This is an optimization exercise on Yosys and OpenROAD, whose aim is small area, a short achievable clock period and few clock cycles per item, not a production implementation.
Only simulation tests tie the RTL to the original design; equivalence was not proved.
No activity file was given, so power comes from the tool's default toggle rates.

==> design/flow/design.v <==
`timescale 1ns / 1ps
package skit_pkg;
  localparam int unsigned CAPACITY_DEF = 64;
  localparam int unsigned KEY_BYTES    = 5;
  localparam int unsigned KEY_W        = 8 * KEY_BYTES;
  localparam int unsigned REC_W        = 16;
  localparam int unsigned MODE_W       = 2;
  localparam int unsigned KEY_FIELD_W  = 40;
  localparam int unsigned REC_FIELD_W  = 16;
  localparam int unsigned STATUS_W     = 2;
  localparam int unsigned COUNT_W      = 7;
  localparam logic [MODE_W-1:0] MODE_INSERT = 2'd0;
  localparam logic [MODE_W-1:0] MODE_REMOVE = 2'd1;
  localparam logic [MODE_W-1:0] MODE_LOOKUP = 2'd2;
  localparam logic [STATUS_W-1:0] STATUS_OK        = 2'd0;
  localparam logic [STATUS_W-1:0] STATUS_DUPLICATE = 2'd1;
  localparam logic [STATUS_W-1:0] STATUS_NOT_FOUND = 2'd2;
  localparam logic [STATUS_W-1:0] STATUS_FULL      = 2'd3;
  typedef struct packed {
    logic [MODE_W-1:0]      mode;
    logic [KEY_FIELD_W-1:0] key;
    logic [REC_FIELD_W-1:0] record_number;
  } skit_cmd_t;
  typedef struct packed {
    logic [STATUS_W-1:0]    status;
    logic [REC_FIELD_W-1:0] found_record;
    logic [COUNT_W-1:0]     entry_count;
  } skit_res_t;
  typedef struct packed {
    logic [KEY_W-1:0] key;
    logic [REC_W-1:0] rec;
  } skit_entry_t;
  typedef struct packed {
    logic      fin;
    skit_res_t res;
  } skit_fin_t;
  typedef enum logic [2:0] {
    ST_IDLE,
    ST_SEARCH,
    ST_SHIFT_UP,
    ST_SHIFT_DN,
    ST_PLACE
  } skit_state_e;
endpackage
`timescale 1ns / 1ps
module skit_store #(
  parameter int unsigned Depth = skit_pkg::CAPACITY_DEF,
  parameter int unsigned Group = 16,
  parameter int unsigned NPend = 4,
  parameter int unsigned PendW = $clog2(NPend + 1)
) (
  input  logic                         clk_i,
  input  logic                         rst_ni,
  input  logic [skit_pkg::KEY_W-1:0]   key1_i,    
  input  logic                         v2_i,      
  input  logic [skit_pkg::KEY_W-1:0]   key2_i,    
  input  logic [skit_pkg::REC_W-1:0]   rec2_i,
  input  logic                         set_i,     
  input  logic                         clr_i,     
  output logic                         hit_o,     
  output logic [skit_pkg::REC_W-1:0]   rec_o,     
  output logic [PendW-1:0]             npend_o    
);
  localparam int unsigned NPort = Depth / Group;
  localparam int unsigned KW    = skit_pkg::KEY_W;
  localparam int unsigned RW    = skit_pkg::REC_W;
  logic [Depth-1:0] rval_q, rval_d;
  logic [KW-1:0]    rkey_q [Depth];
  logic [RW-1:0]    rrec_q [Depth];
  logic [NPend-1:0] pval_q, pval_d, pfree_oh, pfirst_oh, pdrain;
  logic [KW-1:0]    pkey_q [NPend];
  logic [RW-1:0]    prec_q [NPend];
  logic [NPort-1:0] hole, port_oh;
  logic             any_hole, pend_any, drain, src_val, to_pend;
  logic [KW-1:0]    src_key;
  logic [RW-1:0]    src_rec;
  logic [Depth-1:0] rmatch1, m2r_d;
  logic [NPend-1:0] pmatch1, m2p_d;
  logic             hit1, eq1;
  logic [RW-1:0]    rec1;
  logic [Depth-1:0] m2r_q, lr_q, lr_d, mr;
  logic [NPend-1:0] m2p_q, lp_q, lp_d, mp;
  logic             hit2_q, eq2_q, lany_q, lany_d;
  logic [RW-1:0]    rec2_q, lrec_q, lrec_d;
  always_comb begin
    logic none_below;
    none_below = 1'b1;
    for (int k = 0; k < NPort; k++) begin
      hole[k]    = !rval_q[(k * Group + Depth - 1) % Depth];
      port_oh[k] = none_below && hole[k];
      none_below = none_below && !hole[k];
    end
    any_hole = !none_below;
  end
  always_comb begin
    logic none_below_v, none_below_f;
    none_below_v = 1'b1;
    none_below_f = 1'b1;
    for (int j = 0; j < NPend; j++) begin
      pfirst_oh[j] = none_below_v && pval_q[j];
      none_below_v = none_below_v && !pval_q[j];
      pfree_oh[j]  = none_below_f && !pval_q[j];
      none_below_f = none_below_f && pval_q[j];
    end
    pend_any = !none_below_v;
    drain    = pend_any && any_hole;
    pdrain   = drain ? pfirst_oh : '0;
  end
  always_comb begin
    for (int i = 0; i < Depth; i++) begin
      rmatch1[i] = rval_q[i] && (rkey_q[i] == key1_i);
    end
    for (int j = 0; j < NPend; j++) begin
      pmatch1[j] = pval_q[j] && (pkey_q[j] == key1_i);
    end
    hit1 = |{rmatch1, pmatch1};
    rec1 = '0;
    for (int i = 0; i < Depth; i++) begin
      rec1 = rec1 | (rrec_q[i] & {RW{rmatch1[i]}});
    end
    for (int j = 0; j < NPend; j++) begin
      rec1 = rec1 | (prec_q[j] & {RW{pmatch1[j]}});
    end
    eq1   = v2_i && (key1_i == key2_i);
    for (int i = 0; i < Depth; i++) begin
      m2r_d[(i + 1) % Depth] = rmatch1[i];
    end
    for (int k = 0; k < NPort; k++) begin
      if (port_oh[k] && |(pmatch1 & pdrain)) m2r_d[k * Group] = 1'b1;
    end
    m2p_d = pmatch1 & ~pdrain;
  end
  always_comb begin
    mr    = eq2_q ? lr_q   : m2r_q;
    mp    = eq2_q ? lp_q   : m2p_q;
    hit_o = eq2_q ? lany_q : hit2_q;
    rec_o = eq2_q ? lrec_q : rec2_q;
  end
  always_comb begin
    src_key = key2_i;
    src_rec = rec2_i;
    src_val = set_i;
    for (int j = 0; j < NPend; j++) begin
      if (pfirst_oh[j]) begin
        src_key = pkey_q[j];
        src_rec = prec_q[j];
        src_val = !(clr_i && mp[j]);
      end
    end
    to_pend = set_i && (pend_any || !any_hole);
  end
  always_comb begin
    for (int i = 0; i < Depth; i++) begin
      rval_d[(i + 1) % Depth] = rval_q[i] && !(clr_i && mr[i]);
    end
    for (int k = 0; k < NPort; k++) begin
      if (port_oh[k]) rval_d[k * Group] = src_val;
    end
    pval_d = pval_q & ~(mp & {NPend{clr_i}}) & ~pdrain;
    if (to_pend) pval_d = pval_d | pfree_oh;
  end
  always_comb begin
    if (set_i) begin
      lr_d = '0;
      for (int k = 0; k < NPort; k++) begin
        if (!to_pend && port_oh[k]) lr_d[k * Group] = 1'b1;
      end
      lp_d   = to_pend ? pfree_oh : '0;
      lany_d = 1'b1;
      lrec_d = rec2_i;
    end else if (clr_i) begin
      lr_d   = '0;
      lp_d   = '0;
      lany_d = 1'b0;
      lrec_d = rec_o;
    end else begin
      for (int i = 0; i < Depth; i++) begin
        lr_d[(i + 1) % Depth] = mr[i];
      end
      for (int k = 0; k < NPort; k++) begin
        if (port_oh[k] && |(mp & pdrain)) lr_d[k * Group] = 1'b1;
      end
      lp_d   = mp & ~pdrain;
      lany_d = hit_o;
      lrec_d = rec_o;
    end
  end
  always_comb begin
    npend_o = '0;
    for (int j = 0; j < NPend; j++) begin
      npend_o = npend_o + PendW'(pval_q[j] && !pdrain[j]);
    end
  end
  always_ff @(posedge clk_i or negedge rst_ni) begin
    if (!rst_ni) begin
      rval_q <= '0;
      pval_q <= '0;
      eq2_q  <= 1'b0;
    end else begin
      rval_q <= rval_d;
      pval_q <= pval_d;
      eq2_q  <= eq1;
    end
  end
  always_ff @(posedge clk_i) begin
    m2r_q  <= m2r_d;
    m2p_q  <= m2p_d;
    hit2_q <= hit1;
    rec2_q <= rec1;
    lr_q   <= lr_d;
    lp_q   <= lp_d;
    lany_q <= lany_d;
    lrec_q <= lrec_d;
  end
  always_ff @(posedge clk_i) begin
    for (int i = 0; i < Depth; i++) begin
      if ((i % Group == 0) && port_oh[i / Group]) begin
        rkey_q[i] <= src_key;
        rrec_q[i] <= src_rec;
      end else begin
        rkey_q[i] <= rkey_q[(i + Depth - 1) % Depth];
        rrec_q[i] <= rrec_q[(i + Depth - 1) % Depth];
      end
    end
    for (int j = 0; j < NPend; j++) begin
      if (pfree_oh[j]) begin
        pkey_q[j] <= key2_i;
        prec_q[j] <= rec2_i;
      end
    end
  end
endmodule
`timescale 1ns / 1ps
module skit_seq #(
  parameter int unsigned Capacity = skit_pkg::CAPACITY_DEF,
  parameter int unsigned CountW   = $clog2(Capacity + 1)
) (
  input  logic                         clk_i,
  input  logic                         rst_ni,
  input  logic                         cmd_v_i,
  input  logic [skit_pkg::MODE_W-1:0]  mode_i,
  input  logic                         hit_i,
  input  logic [skit_pkg::REC_W-1:0]   rec_i,
  output logic                         set_o,
  output logic                         clr_o,
  output logic                         done_o,
  output skit_pkg::skit_res_t          res_o
);
  logic [CountW-1:0]   cnt_q, cnt_d;
  logic                hit, full, is_ins, is_rem, is_lkp;
  skit_pkg::skit_res_t res_d;
  always_comb begin
    hit    = hit_i;
    full   = cnt_q == CountW'(Capacity);
    is_ins = mode_i == skit_pkg::MODE_INSERT;
    is_rem = mode_i == skit_pkg::MODE_REMOVE;
    is_lkp = mode_i[1];
    set_o  = cmd_v_i && is_ins && !hit && !full;
    clr_o  = cmd_v_i && is_rem;
    cnt_d  = cnt_q;
    if (set_o)          cnt_d = cnt_q + CountW'(1);
    if (clr_o && hit)   cnt_d = cnt_q - CountW'(1);
    if (is_ins) begin
      res_d.status = hit ? skit_pkg::STATUS_DUPLICATE
                   : full ? skit_pkg::STATUS_FULL : skit_pkg::STATUS_OK;
    end else begin
      res_d.status = hit ? skit_pkg::STATUS_OK : skit_pkg::STATUS_NOT_FOUND;
    end
    res_d.found_record = (is_lkp && hit) ? rec_i : '0;
    res_d.entry_count  = skit_pkg::COUNT_W'(cnt_d);
  end
  always_ff @(posedge clk_i or negedge rst_ni) begin
    if (!rst_ni) begin
      cnt_q  <= '0;
      done_o <= 1'b0;
    end else begin
      cnt_q  <= cnt_d;
      done_o <= cmd_v_i;
    end
  end
  always_ff @(posedge clk_i) begin
    res_o <= res_d;
  end
endmodule
`timescale 1ns / 1ps
module sorted_key_index_table_core #(
  parameter int unsigned Capacity = skit_pkg::CAPACITY_DEF
) (
  input  logic                clk_i,
  input  logic                rst_ni,
  input  logic                start_i,
  input  logic [57:0]         cmd_i,
  output logic                busy_o,
  output logic                done_o,
  output logic [24:0]         res_o
);
  localparam int unsigned NPend = 4;
  localparam int unsigned PendW = $clog2(NPend + 1);
  logic                       v1_q, v2_q;
  skit_pkg::skit_cmd_t        cmd1_q, cmd2_q;
  logic                       hit;
  logic [skit_pkg::REC_W-1:0] match_rec;
  logic                       set, clr;
  logic [PendW-1:0]           npend;
  logic [PendW+1:0]           nmax;
  logic                       ins_next;
  skit_pkg::skit_res_t        res;
  always_ff @(posedge clk_i or negedge rst_ni) begin
    if (!rst_ni) begin
      v1_q <= 1'b0;
      v2_q <= 1'b0;
    end else begin
      v1_q <= start_i && !busy_o;
      v2_q <= v1_q;
    end
  end
  always_ff @(posedge clk_i) begin
    cmd1_q <= cmd_i;
    cmd2_q <= cmd1_q;
  end
  always_comb begin
    ins_next = start_i && !busy_o && (cmd_i[57:56] == skit_pkg::MODE_INSERT);
    nmax = (PendW + 2)'(npend)
         + (PendW + 2)'(v2_q && (cmd2_q.mode == skit_pkg::MODE_INSERT))
         + (PendW + 2)'(v1_q && (cmd1_q.mode == skit_pkg::MODE_INSERT))
         + (PendW + 2)'(ins_next);
  end
  always_ff @(posedge clk_i or negedge rst_ni) begin
    if (!rst_ni) begin
      busy_o <= 1'b0;
    end else begin
      busy_o <= nmax >= (PendW + 2)'(NPend);
    end
  end
  skit_store #(
    .Depth (Capacity),
    .NPend (NPend)
  ) u_store (
    .clk_i   (clk_i),
    .rst_ni  (rst_ni),
    .key1_i  (cmd1_q.key),
    .v2_i    (v2_q),
    .key2_i  (cmd2_q.key),
    .rec2_i  (cmd2_q.record_number),
    .set_i   (set),
    .clr_i   (clr),
    .hit_o   (hit),
    .rec_o   (match_rec),
    .npend_o (npend)
  );
  skit_seq #(
    .Capacity (Capacity)
  ) u_seq (
    .clk_i   (clk_i),
    .rst_ni  (rst_ni),
    .cmd_v_i (v2_q),
    .mode_i  (cmd2_q.mode),
    .hit_i   (hit),
    .rec_i   (match_rec),
    .set_o   (set),
    .clr_o   (clr),
    .done_o  (done_o),
    .res_o   (res)
  );
  assign res_o = res;
endmodule
==> design/flow/run.sh <==
#!/bin/bash
# synth_recipe.tcl (not shown) runs the flow's synth.tcl, then flattens the netlist and writes it again
# the make line also repeats each setting of config.mk as NAME=value (left out here)
make -C /OpenROAD-flow-scripts/flow DESIGN_CONFIG=/design/flow/config.mk WORK_HOME=/design/flow/orfs CLKGATE_MAP_FILE= SYNTH_SCRIPT=/design/flow/synth_recipe.tcl finish
==> design/flow/config.mk <==
export PLATFORM = sky130hd
export DESIGN_NAME = sorted_key_index_table_core
export DESIGN_NICKNAME = sorted_key_index_table_core
export VERILOG_FILES = /design/flow/design.v
export SDC_FILE = /design/flow/constraint.sdc
export NUM_CORES = 4
export LEC_CHECK = 0
export CAP_MARGIN = 20
export CORE_MARGIN = 2
export CORE_UTILIZATION = 40
export SETUP_SLACK_MARGIN = 5
export SLEW_MARGIN = 20
==> design/flow/constraint.sdc <==
create_clock -name core_clock -period 9.0 [get_ports {clk_i}]
set_input_delay 1.8000 -clock core_clock [delete_from_list [all_inputs] [get_ports {clk_i}]]
set_output_delay 1.8000 -clock core_clock [all_outputs]
set_load 0.01 [all_outputs]
==> run summary <==
layout make-up:
| cell class | count | area share |
|---|---|---|
| tap | 4515 | 0.03549 |
| multi-input combinational | 6087 | 0.2884 |
| clock buffer | 601 | 0.07753 |
| sequential | 4199 | 0.5422 |
| clock inverter | 191 | 0.01384 |
| antenna | 102 | 0.001604 |
| timing repair buffer | 580 | 0.03754 |
| inverter | 135 | 0.003372 |
registers in the layout, indices dropped and copies added (netlist names):
| name | cells |
|---|---|
| u_store.lany_q | 1 |
| u_store.rrec_q | 1024 |
| u_store.hit2_q | 1 |
| v2_q | 1 |
| busy_o | 1 |
| u_store.rkey_q | 2560 |
| u_store.pkey_q | 160 |
| u_store.pval_q | 4 |
| cmd2_q | 58 |
| u_store.rec2_q | 16 |
| cmd1_q | 58 |
| u_store.lr_q | 64 |
| v1_q | 1 |
| u_seq.done_o | 1 |
| u_store.rval_q | 64 |
| u_store.lp_q | 4 |
| u_store.lrec_q | 16 |
| u_seq.res_o | 25 |
| u_store.m2r_q | 64 |
| u_store.eq2_q | 1 |
| u_seq.cnt_q | 7 |
| u_store.m2p_q | 4 |
| u_store.prec_q | 64 |
power by group through the flow:
stage	Sequential, uW	Combinational [uW]	Clock (uW)
6_report	20300	2570	18500
5_1_grt	20300	2590	19300
4_1_cts	20200	2440	18500
3_5_place_dp	20700	2190	0
3_3_place_gp	20700	2190	0
2_1_floorplan	20200	1480	0
cell usage in the layout, fill, tap and decap left out, drive strengths merged, types with 38 or more instances in the layout:
cell | Yosys | layout
buf | 372 | 486
nor2 | 234 | 234
nand4 | 713 | 713
diode | 0 | 102
mux2i | 145 | 145
clkdlybuf4s50 | 0 | 86
nand2 | 435 | 435
nand3 | 182 | 182
clkbuf | 172 | 601
and4 | 56 | 56
o21ai | 204 | 204
edfxtp | 168 | 168
clkinv | 4 | 120
dfrtp | 80 | 80
dfxtp | 3951 | 3951
a22oi | 57 | 57
nor3 | 69 | 69
nor4 | 246 | 246
o32ai | 134 | 134
a22o | 157 | 157
o21a | 62 | 62
xnor2 | 2265 | 2265
a21oi | 139 | 139
or4 | 38 | 38
o22ai | 128 | 128
inv | 131 | 146
a221oi | 200 | 200
xor2 | 382 | 382
per-layer routing:
layer	track usage	part of all wire	vias to the layer above
li1	-	-	39080
met1	0.5206	0.38	50470
met2	0.5802	0.41	8077
met3	0.1265	0.12	2269
met4	0.3138	0.090	48
met5	0	0.00046	-
kinds of logic after synthesis:
group / Yosys count
multiplexers: 150
XOR/XNOR: 2647
buffers and inverters: 679
AO/OA/AOI/OAI: 1173
flip-flops: 4199
AND/OR/NAND/NOR: 2110
adder cells (fa/ha/maj): 7
timing repair:
action                                  CTS  global route
endpoints found under the setup margin   30            19
pin swaps                                 3             0
gates resized for setup                 140            20
setup buffers                           114            45
cloned                                    8             0
per-stage QoR:
stage          cell area, sq um    util  hold slack [ps]
6_report                 159200  0.4717            325.9
5_1_grt                  159000  0.4713            328.5
4_1_cts                  158500  0.4696            328.1
3_5_place_dp             141700  0.4201            313.8
3_3_place_gp             141500  0.4195            315.6
2_1_floorplan            135800       -            309.6
final timing paths:
path                                                      to  depth (start not counted)
worst min-delay path                      cmd2_q[15]$_DFF_P_                          0
worst max register to register     u_store.rec2_q[2]$_DFF_P_                         10
worst min register to register            cmd2_q[15]$_DFF_P_                          0
worst max-delay path               u_store.rec2_q[2]$_DFF_P_                         10
max in group asynchronous       u_store.rval_q[40]$_DFF_PN0_                          3
min in group asynchronous                     v2_q$_DFF_PN0_                          1
==> out/metrics.cfg <==
[run_status]
status=failed layout checks
check.faults=antenna violations

[synth]
synth_top_area_frac=0.5824
ys_seq_elements=4199
yosysSeqAreaShare=0.6343
yosys.area_share.simple=0.08485
synth_flop_cell=dfxtp_1
synth.distinct_cells=77
synth_compound_area_frac=0.06272
avgSynthCellArea_sq_um=12.39
post-synth-top-count-cell=dfxtp_1
synth_fa_ha_area_frac=0.0007554
yosysTopAreaCell=dfxtp_1
synth_xor_area_frac=0.1707
synth_top_cells_by_area=dfxtp_1 58%, xnor2_1 15%, edfxtp_1 3.7%
syn_inst=10970
synth-edff-count=168
yosys_warnings=7
netlist_area_sq_um=135800
ys_async_sr_fraction=0.01905
synth_top_family_by_area=XOR/XNOR gates
synthMuxAreaShare=0.01110
syn_nets=11030
synth_commonest_cells=3,951 x dfxtp_1, 2,265 x xnor2_1, 713 x nand4_1, 432 x nand2_1, 382 x xor2_1

[setup_path]
start_kind=flop
crit_family=simple AND/OR/NAND/NOR gates
r2r_start=cmd1_q[37]$_DFF_P_
crit_path_end_kind=flop
crit_slowest_cell=inv_1
critPathKind=flop to flop
critPathMaxStageDelay_ps=650
worstSetupStartpoint=cmd1_q[37]$_DFF_P_
worstPathArrival_ps=5290
reg2reg_setup_slack_ps=4590
cp_cell_sequence=buf_12, buf_16, inv_1, a2bb2oi_1, and4_1, and4_2, a22o_1, a221oi_1, nand4_1, or4_1
cp_max_fo=43
crit_buf_inv=3
cp_data_required_time_ps=9880

[global_routing]
grtUsageTotal=0.4101
grt_max_degree=106
grt_antenna_before_repair=129
grt_pass1_vias=94590
grt_pass1_wl_mm=938.3
gr-total-overflow=0

[timing]
worstMarginPinSlew_ps=1375
fmax_ghz=0.2267
drv_slew=0
worst_slack_ps=4590
rsz0062_at_grt=yes
relSlewSlack=0.07546
finalCritPeriodShare=0.4900
hold_viol=0
fin_crit_ps=4410
setup_viol=0
fin_setup_tns_ps=0
fin_skew_ps=58.02

[placement]
dp_hpwl_mm=517.7
portBuffers=87
routabilityCongestion=1.075
dp.cells=15350
dp_slack_ps=4034

[job]
maxCapViolations=0

[die]
pin_count=88
fp.dieW_um=586.7
die_area_sq_um=344200
core_area_sq_um=337400
num_rows=213
die_height_um=586.7
initial_core_util=0.4025

[detailed_routing]
drt-pass1-iter-count=6
remaining_drc_errors=0
drt_iter0_markers=15750
wire_per_inst_um=44.60
totalWireLength_mm=731.9
vias_per_cell=6.090
vias=99950
ant_nets=1

[pwr]
pwr-share-clk=0.448
seq_power_share=0.490
power_uw=41330
p_int_uw=30950
switchingPower_uw=10380
comb_power_share=0.062
leakagePower_uw=0.05812
swShare=0.2512
power_density_nw_per_um2=259.7
vdd.ir_drop.worst_mv=0.1978

[clock_tree]
postCtsHoldBufs=0
clkSinkCount=4199
cts_root_buf=clkbuf_16
path_clk_slew_ps=60
cts_buffers=427
clk_path_buf_depth=4
clk_latency_ps=1020
htree_levels=5
cts_tree=done

[layout]
multi_input_area_sq_um=45910
nets=11500
area_growth_pct=17.19
n_fill_cell=30270
instances_no_fill=16410
layout-drive-gt1-share=0.1272
seqCellArea_sq_um=86300

[hold_path]
hold_path_class=flop to flop
min-delay-start=cmd1_q[15]$_DFF_P_

Testbench counts, summed over its fixed seeds: cycles 3,236, items 3,200.

## static timing again, ports no longer ideal
The results above use ideal ports. As a check the final layout listed here was re-extracted and re-timed, cells and wires unchanged.
Step 1, drivers: a clkbuf_16 drives clk_i and a buf_2 each remaining input, both assumed.
Step 2 adds t to the input delays and takes it off the output delays; t is the mean of the earliest and latest rising clock arrival at the registers after step 1. Input paths then give back, and output paths get back, about the clock's delay inside the block.
a / b / c = no drivers / after step 1 / after step 2; a / b = the first two.
shift t [ns]: 1.111
slack for setup (ns): 4.590 / 4.590 / 4.590
hold WS [ns]: 0.326 / 0.326 / 0.326
The setup slack of this run moves by 0.000 ns with the drivers and by 0.000 ns with both steps.
